Source: an optimization exercise on an open RTL-to-GDS flow (aim: small area). Production flows keep margins and buffers that such runs may drop. Only simulation tests tie the RTL to the original design; equivalence was not proved.

==> inputs of run G <==
==> flow/design.v (excerpt) <==
module data_mem_mmio (
    input  logic        clk,
    input  logic        rst,
    input  logic        req_valid,
    output logic        req_ready,
    input  logic        req_we,
    input  logic [31:0] req_addr,
    input  logic [31:0] req_wdata,
    output logic [31:0] rdata,
    output logic        rdata_valid,
    output logic [7:0]  tx_data,
    output logic        tx_valid,
    input  logic        tx_ready
);
Settings: LEC_CHECK=0, CAP_MARGIN=5, CORE_MARGIN=2, CORE_UTILIZATION=70, SLEW_MARGIN=5, SYNTH_HIERARCHICAL=1, SYNTH_MINIMUM_KEEP_SIZE=0; clock period 4.0 ns.
standard.sh (not shown) runs the stock make flow with config.mk's settings and CLKGATE_MAP_FILE= SYNTH_SCRIPT=/design/flow/synth_recipe.tcl, a recipe that flattens the netlist after the stock synthesis.
==> flow/flow/run.sh <==
#!/bin/bash
# Layout flow: the standard ORFS flow (standard synthesis unchanged), with
#  - CTS without dummy loads, on clkbuf_4/clkbuf_8
#  - port buffers of buf_2 instead of the resizer's default choice
# Each ORFS step writes its full log under orfs/logs/; make's own output goes to standard.log.
set -euo pipefail
export CTS_ARGS="-sink_clustering_enable -repair_clock_nets -dont_use_dummy_load -buf_list {sky130_fd_sc_hd__clkbuf_4 sky130_fd_sc_hd__clkbuf_8} -sink_clustering_size 16 -sink_clustering_max_diameter 50"
export BUFFER_PORTS_ARGS="-buffer_cell sky130_fd_sc_hd__buf_2"
bash standard.sh > standard.log 2>&1
==> inputs of run C, as changes to run G <==
==> flow/run.sh (new file) <==
#!/bin/bash
# synth_recipe.tcl (not shown) runs the flow's synth.tcl, then flattens the netlist and writes it again
# the make line also repeats each setting of config.mk as NAME=value (left out here)
make -C /OpenROAD-flow-scripts/flow DESIGN_CONFIG=/design/flow/config.mk WORK_HOME=/design/flow/orfs CLKGATE_MAP_FILE= SYNTH_SCRIPT=/design/flow/synth_recipe.tcl finish
Settings changed: CAP_MARGIN 5 to 20, CORE_UTILIZATION 70 to 60, CTS_BUF_LIST set to sky130_fd_sc_hd__clkbuf_4 sky130_fd_sc_hd__clkbuf_8, CTS_CLUSTER_DIAMETER set to 50, CTS_CLUSTER_SIZE set to 16, SLEW_MARGIN 5 to 20.
removed: flow/flow/run.sh
removed: flow/standard.sh
==> inputs of run M, as changes to run G <==
Settings changed: CORE_UTILIZATION 70 to 75.
==> results.json <==
{
  "status": "no timing/DRC/antenna violations",
  "worstPathArrival_ns": 4.61,
  "dieWidth_um": 360,
  "multi_input_area_share_pct": 34.4,
  "pre_cts_ws_ns": -0.456,
  "dp_cells": 7879
}
-- figures above: run C

==> results.json <==
{
  "dieWidth_um": 322,
  "dp_cells": 7276,
  "htree_num_levels": 4,
  "synth_area_leaders": "dfxtp_1 (55%), a22o_1 (23%), a222oi_1 (8.9%)",
  "pre_cts_ws_ns": -0.0803,
  "worstPathArrival_ns": 4.25,
  "holdWs_ns": 0.198,
  "status": "no timing/DRC/antenna violations",
  "multi_input_area_share_pct": 36.8,
  "ys_types": 45
}
-- figures above: run M

==> results.json <==
{
  "dp_cells": 7398,
  "cts_setup_buffers": 0,
  "p_seq_share_pct": 65.3,
  "route.met2.wl_um": 105000,
  "ant_nets": 0,
  "pre_cts_ws_ns": -0.0343,
  "design_area_sq_um": 79100,
  "status": "no timing/DRC/antenna violations",
  "cap_violations": 0
}
-- figures above: run G


========
==> tundra <==
data_mem_mmio again, from the RTL that the note above started with.
// data_mem_mmio
module data_mem_mmio (
    input  logic        clk,
    input  logic        rst,
    input  logic        req_valid,
    output logic        req_ready,
    input  logic        req_we,
    input  logic [31:0] req_addr,
    input  logic [31:0] req_wdata,
    output logic [31:0] rdata,
    output logic        rdata_valid,
    output logic [7:0]  tx_data,
    output logic        tx_valid,
    input  logic        tx_ready
);
==> flow/config.mk <==
export PLATFORM = sky130hd
export DESIGN_NAME = data_mem_mmio
export DESIGN_NICKNAME = data_mem_mmio
export VERILOG_FILES = /design/flow/design.v
export SDC_FILE = /design/flow/constraint.sdc
export NUM_CORES = 4
export LEC_CHECK = 0
export CAP_MARGIN = 20
export CORE_MARGIN = 2
export CORE_UTILIZATION = 60
export CTS_BUF_LIST = sky130_fd_sc_hd__clkbuf_4 sky130_fd_sc_hd__clkbuf_8
export CTS_CLUSTER_DIAMETER = 50
export CTS_CLUSTER_SIZE = 16
export SLEW_MARGIN = 20
export SYNTH_HIERARCHICAL = 1
export SYNTH_MINIMUM_KEEP_SIZE = 0
==> flow/constraint.sdc <==
create_clock -name core_clock -period 4.0 [get_ports {clk}]
set_input_delay 0.8000 -clock core_clock [delete_from_list [all_inputs] [get_ports {clk}]]
set_output_delay 0.8000 -clock core_clock [all_outputs]
set_load 0.01 [all_outputs]
==> flow/flow/run.sh <==
#!/bin/bash
# Layout flow: the standard ORFS flow (standard synthesis unchanged), with
#  - CTS without dummy loads, on clkbuf_4/clkbuf_8
#  - port buffers of buf_2 instead of the resizer's default choice
# Each ORFS step writes its full log under orfs/logs/; make's own output goes to standard.log.
set -euo pipefail
export CTS_ARGS="-sink_clustering_enable -repair_clock_nets -dont_use_dummy_load -buf_list {sky130_fd_sc_hd__clkbuf_4 sky130_fd_sc_hd__clkbuf_8} -sink_clustering_size 16 -sink_clustering_max_diameter 50"
export BUFFER_PORTS_ARGS="-buffer_cell sky130_fd_sc_hd__buf_2"
bash standard.sh > standard.log 2>&1
==> violet: changes against tundra <==
- CAP_MARGIN: 20 -> 5
- CORE_UTILIZATION: 60 -> 80
- CTS_BUF_LIST: sky130_fd_sc_hd__clkbuf_4 sky130_fd_sc_hd__clkbuf_8 -> unset
- CTS_CLUSTER_DIAMETER: 50 -> unset
- CTS_CLUSTER_SIZE: 16 -> unset
- SLEW_MARGIN: 20 -> 5
==> metrics.cfg <==
[critical_path]
cp-startpoint=req_addr[7]

[power_and_ir_drop]
power_frac_clock_pct=31.3

[detailed_routing]
drt_iter0_markers=12310
routed_wl_microns=255700

[cells_and_area]
seq_share_pct=53.91

[floorplanning]
die_height_microns=312.0

[run_status]
outcome=no timing/DRC/antenna violations

[global_route]
grt_pass1_vias=60050

[clocking]
numCtsBuffers=162

The numbers above come from violet.

==> metrics.cfg <==
[run_status]
outcome=no timing/DRC/antenna violations

[critical_path]
cp-startpoint=req_addr[4]
crit_path_max_incr_delay_ns=0.74
r2r_cells=8

[clocking]
numCtsBuffers=173

[power_and_ir_drop]
power_frac_clock_pct=32.3

[global_route]
grt_use_met2_pct=58.86

[cells_and_area]
seq_share_pct=53.07

[detailed_routing]
routed_wl_microns=271500
drt_iter0_markers=9365

[floorplanning]
die_height_microns=359.7

[place]
hpwlAfterDp_microns=163400

The numbers above come from tundra.

## afterwards: timing with drivers on the ports
How much do the figures lean on ideal ports? The routed layouts below were timed once more, with nothing changed but the port constraints. Step 1, drivers: a clkbuf_16 drives clk and a buf_2 each remaining input, both assumed. Step 2 adds t to the input delays and takes it off the output delays; t is the mean of the earliest and latest rising clock arrival at the registers after step 1. Input paths then give back, and output paths get back, about the clock's delay inside the block. Slacks: no drivers / after step 1 / after step 2; pairs: no drivers / after step 1.
| run | shift t [ns] | setup slack, ns | hold slack, ns | worst setup path at the end | latest minus earliest clock arrival (ns) |
|---|---|---|---|---|---|
| run G | 0.954 | 0.668 / 0.615 / -0.339 | 0.160 / 0.112 / 0.482 | input to register | 0.103 / 0.102 |
| run C | 0.999 | 0.219 / 0.251 / -0.748 | 0.456 / 0.396 / 0.487 | input to register | 0.060 / 0.060 |
| run M | 0.981 | 0.549 / 0.584 / -0.398 | 0.198 / 0.147 / 0.486 | input to register | 0.079 / 0.079 |
| tundra | 0.979 | 0.392 / 0.429 / -0.550 | 0.311 / 0.266 / 0.483 | input to register | 0.075 / 0.075 |
| violet | 0.975 | 0.472 / 0.536 / -0.439 | 0.137 / 0.069 / 0.487 | input to register | 0.060 / 0.059 |
With both steps, setup timing fails in every run listed, where it was met with ideal ports. The setup slack of run G, which loses most, moves by -0.053 ns with the drivers and by -1.007 ns with both steps.
